Source: an optimization exercise on an open RTL-to-GDS flow (aim: small area). Production flows keep margins and buffers that such runs may drop. RTL that was checked went through simulation tests only; none was proved equivalent to the original. No activity file was given, so power comes from the tool's default toggle rates.

==> flow/design.v (excerpt) <==
module datapath (
        input  logic                   Clock,
        input  logic                   arstN,
        input  logic                   PCout,
        input  logic                   Zlowout,
        input  logic                   ZHighout,
        input  logic                   MDRout,
        input  logic                   Cout,
        input  logic                   MARin,
        input  logic                   Zin,
        input  logic                   PCin,
        input  logic                   MDRin,
        input  logic                   IRin,
        input  logic                   Yin,
        input  logic                   IncPC,
        input  logic                   Read,
        input  logic                   GRA,
        input  logic                   GRB,
        input  logic                   GRC,
        input  logic                   Rin,
        input  logic                   Rout,
        input  logic                   BAout,
        input  logic [4:0]             operation,
        input  logic [32-1:0] memDataIn,
        output logic [32-1:0] busData,
        output logic [32-1:0] marData
);
        logic [26:0]                            irWord;
        logic [16-1:0]                  rIn;
        logic [16-1:0]                  rOut;
        logic [16-1:0][32-1:0] regWords;
        logic [16-1:0]                  regValid;
        logic [32-1:0]                 pcWord;
  ...
export LEC_CHECK = 0
export CAP_MARGIN = 20
export CORE_MARGIN = 2
export CORE_UTILIZATION = 40
export SLEW_MARGIN = 20
create_clock -name core_clock -period 10.0 [get_ports {Clock}]
standard.sh (not shown) runs the stock make flow with config.mk's settings and CLKGATE_MAP_FILE= SYNTH_SCRIPT=/design/flow/synth_recipe.tcl, a recipe that flattens the netlist after the stock synthesis.
==> flow/flow/run.sh <==
#!/bin/bash
# Layout flow: the standard flow with smaller port buffers and a clock
# tree built without dummy loads. Synthesis is the standard one, unchanged.
set -euo pipefail
cd "$(dirname "$0")/.."

# Standard synthesis, unchanged
bash standard.sh synth > flow_synth.log 2>&1

# Floorplan through final layout with the changed placement and CTS options
bash standard.sh \
  'BUFFER_PORTS_ARGS=-buffer_cell sky130_fd_sc_hd__buf_1' \
  'CTS_ARGS=-sink_clustering_enable -repair_clock_nets -dont_use_dummy_load -sink_clustering_size 20 -buf_list {sky130_fd_sc_hd__clkbuf_8 sky130_fd_sc_hd__clkbuf_16}' \
  finish > flow_layout.log 2>&1
The first run went through all stages and came out clean.
Edit:
==> flow/run.sh (new file) <==
#!/bin/bash
# synth_recipe.tcl (not shown) runs the flow's synth.tcl, then flattens the netlist and writes it again
# the make line also repeats each setting of config.mk as NAME=value (left out here)
make -C /OpenROAD-flow-scripts/flow DESIGN_CONFIG=/design/flow/config.mk WORK_HOME=/design/flow/orfs CLKGATE_MAP_FILE= SYNTH_SCRIPT=/design/flow/synth_recipe.tcl finish
removed: flow/flow/run.sh
removed: flow/standard.sh
The new run completed without violations.
Utilization rose by 2.2 points.
Cell area rose by 4.6%.
Setup slack gets worse by 91 ps.

========
datapath, a different RTL version from the one above (not shown whole).
For scale: ~120 I/O pins.
make LEC_CHECK=0 CAP_MARGIN=0 CORE_MARGIN=2 CORE_UTILIZATION=40 CTS_BUF_LIST='sky130_fd_sc_hd__clkbuf_4 sky130_fd_sc_hd__clkbuf_8' SLEW_MARGIN=0 finish   # period 10.0 ns
run.sh (not shown) runs the stock make flow with config.mk's settings and CLKGATE_MAP_FILE= SYNTH_SCRIPT=/design/flow/synth_recipe.tcl, a recipe that flattens the netlist after the stock synthesis.
Stock flow here: none of the scripts above is used.
The baseline completed and failed the layout checks on setup timing.
Then changed:
CAP_MARGIN = 20   (was 0)
CTS_BUF_LIST = unset   (was sky130_fd_sc_hd__clkbuf_4 sky130_fd_sc_hd__clkbuf_8)
SLEW_MARGIN = 20   (was 0)
Outcome: The changed run produced a layout that fails on setup timing; clock skew shrinks by 10 ps; total power grows by a few percent; setup slack is worse by 86 ps; via count shrinks slightly; routed wire length shrinks slightly; first-iteration DRC count grows by a few percent; count of clock-buffer cells in the layout shrinks by 67; die area is unchanged; global-route usage shrinks by 0.14 points; core utilization grows by 0.24 points; final area grows slightly.
No run of this note included a check of the RTL's function; only the layout flow was run.

========
## MS
Another version of the RTL of datapath (not shown whole).
Size: roughly 2,200 cells after synthesis, roughly 720 flip-flops, ~120 I/O pins.
// datapath
module datapath (
        input  logic                   Clock,
        input  logic                   arstN,
        input  logic                   PCout,
        input  logic                   Zlowout,
        input  logic                   ZHighout,
        input  logic                   MDRout,
        input  logic                   Cout,
        input  logic                   MARin,
        input  logic                   Zin,
        input  logic                   PCin,
        input  logic                   MDRin,
        input  logic                   IRin,
        input  logic                   Yin,
        input  logic                   IncPC,
        input  logic                   Read,
        input  logic                   GRA,
        input  logic                   GRB,
        input  logic                   GRC,
        input  logic                   Rin,
        input  logic                   Rout,
        input  logic                   BAout,
        input  logic [4:0]             operation,
        input  logic [32-1:0] memDataIn,
        output logic [32-1:0] busData,
        output logic [32-1:0] marData
);
        logic [26:0]                            irWord;
        logic [16-1:0]                  rIn;
        logic [16-1:0]                  rOut;
        logic [16-1:0][32-1:0] regWords;
        logic [16-1:0]                  regValid;
        logic [32-1:0]                 pcWord;
        logic [32-1:0]                 mdrWord;
        logic [32-1:0]                 zLowWord;
        logic                                   zHighBit;
        logic                                   pcValid, irValid, mdrValid, zValid;
        logic [32-1:0]                 busWord;    
        assign busData = busWord;
        selectEncode selectEncode_inst (
                .ir(irWord), .irValid(irValid), .GRA(GRA), .GRB(GRB), .GRC(GRC),
                .Rin(Rin), .Rout(Rout), .BAout(BAout), .rIn(rIn), .rOut(rOut)
        );
  ...
clock: 10.0 ns
lec_check: 0
cap_margin: 20
core_margin: 2
core_utilization: 60
cts_cluster_size: 30
gpl_timing_driven: 0
slew_margin: 20
The flow completed for MS, but it is not clean: the layout still shows setup timing.
## Diff of input files: JK against MS
-- flow/config.mk --
<<< MS, line 9
export CORE_MARGIN = 2
export CORE_UTILIZATION = 60
export CTS_CLUSTER_SIZE = 30
export GPL_TIMING_DRIVEN = 0
export SLEW_MARGIN = 20
>>> JK, line 9
export CORE_MARGIN = 2
export CORE_UTILIZATION = 40
export SLEW_MARGIN = 20
## What came out
MS has lower normalized max-slew margin than JK. Weighted congestion reported at the end of routability-driven placement in JK is 0.087 lower than in MS. Compared with MS, JK improves least setup slack across all paths after layout. No stage failed in JK, and the final checks on the layout all came back clean. Going from MS to JK, the power drawn by the clock network was found to have gone down by about 3%.
No run of this note included a check of the RTL's function; only the layout flow was run.

[afterwards: timing with drivers on the ports]
No port has a modelled driver above. Below, the same layouts with a new extraction and two added sets of constraints. Step 1 sets driving cells, clkbuf_16 on the clock port and buf_2 on the other inputs (assumed; they add their load-dependent delay and slew). Step 2 also shifts input and output timing later by t, the mid clock arrival at the registers, as if the neighbouring blocks saw the same clock. a / b / c = ideal / step 1 / step 2; a / b = the first two.
run | t, ns | setup WS [ns] | hold slack, ns | worst setup path at the end
the first run of note 1 | 0.665 | 0.380 / 0.422 / -0.243 | 0.454 / 0.454 / 0.454 | input to register
the second run of note 1 | 0.708 | 0.289 / 0.333 / -0.375 | 0.464 / 0.464 / 0.464 | input to register
the first run of note 2 | 0.803 | -0.139 / -0.112 / -0.915 | 0.460 / 0.460 / 0.460 | input to register
the second run of note 2 | 0.711 | -0.226 / -0.213 / -0.924 | 0.460 / 0.460 / 0.460 | input to register
MS | 0.698 | -0.999 / -0.959 / -1.657 | 0.459 / 0.459 / 0.459 | input to register
JK | 0.698 | 0.132 / 0.177 / -0.521 | 0.463 / 0.463 / 0.463 | input to register
Met with ideal ports but missed after step 2: setup timing in the first run of note 1, the second run of note 1 and JK. For the first run of note 2, which loses most, drivers alone change the setup slack by +0.027 ns; drivers and shift together by -0.776 ns.
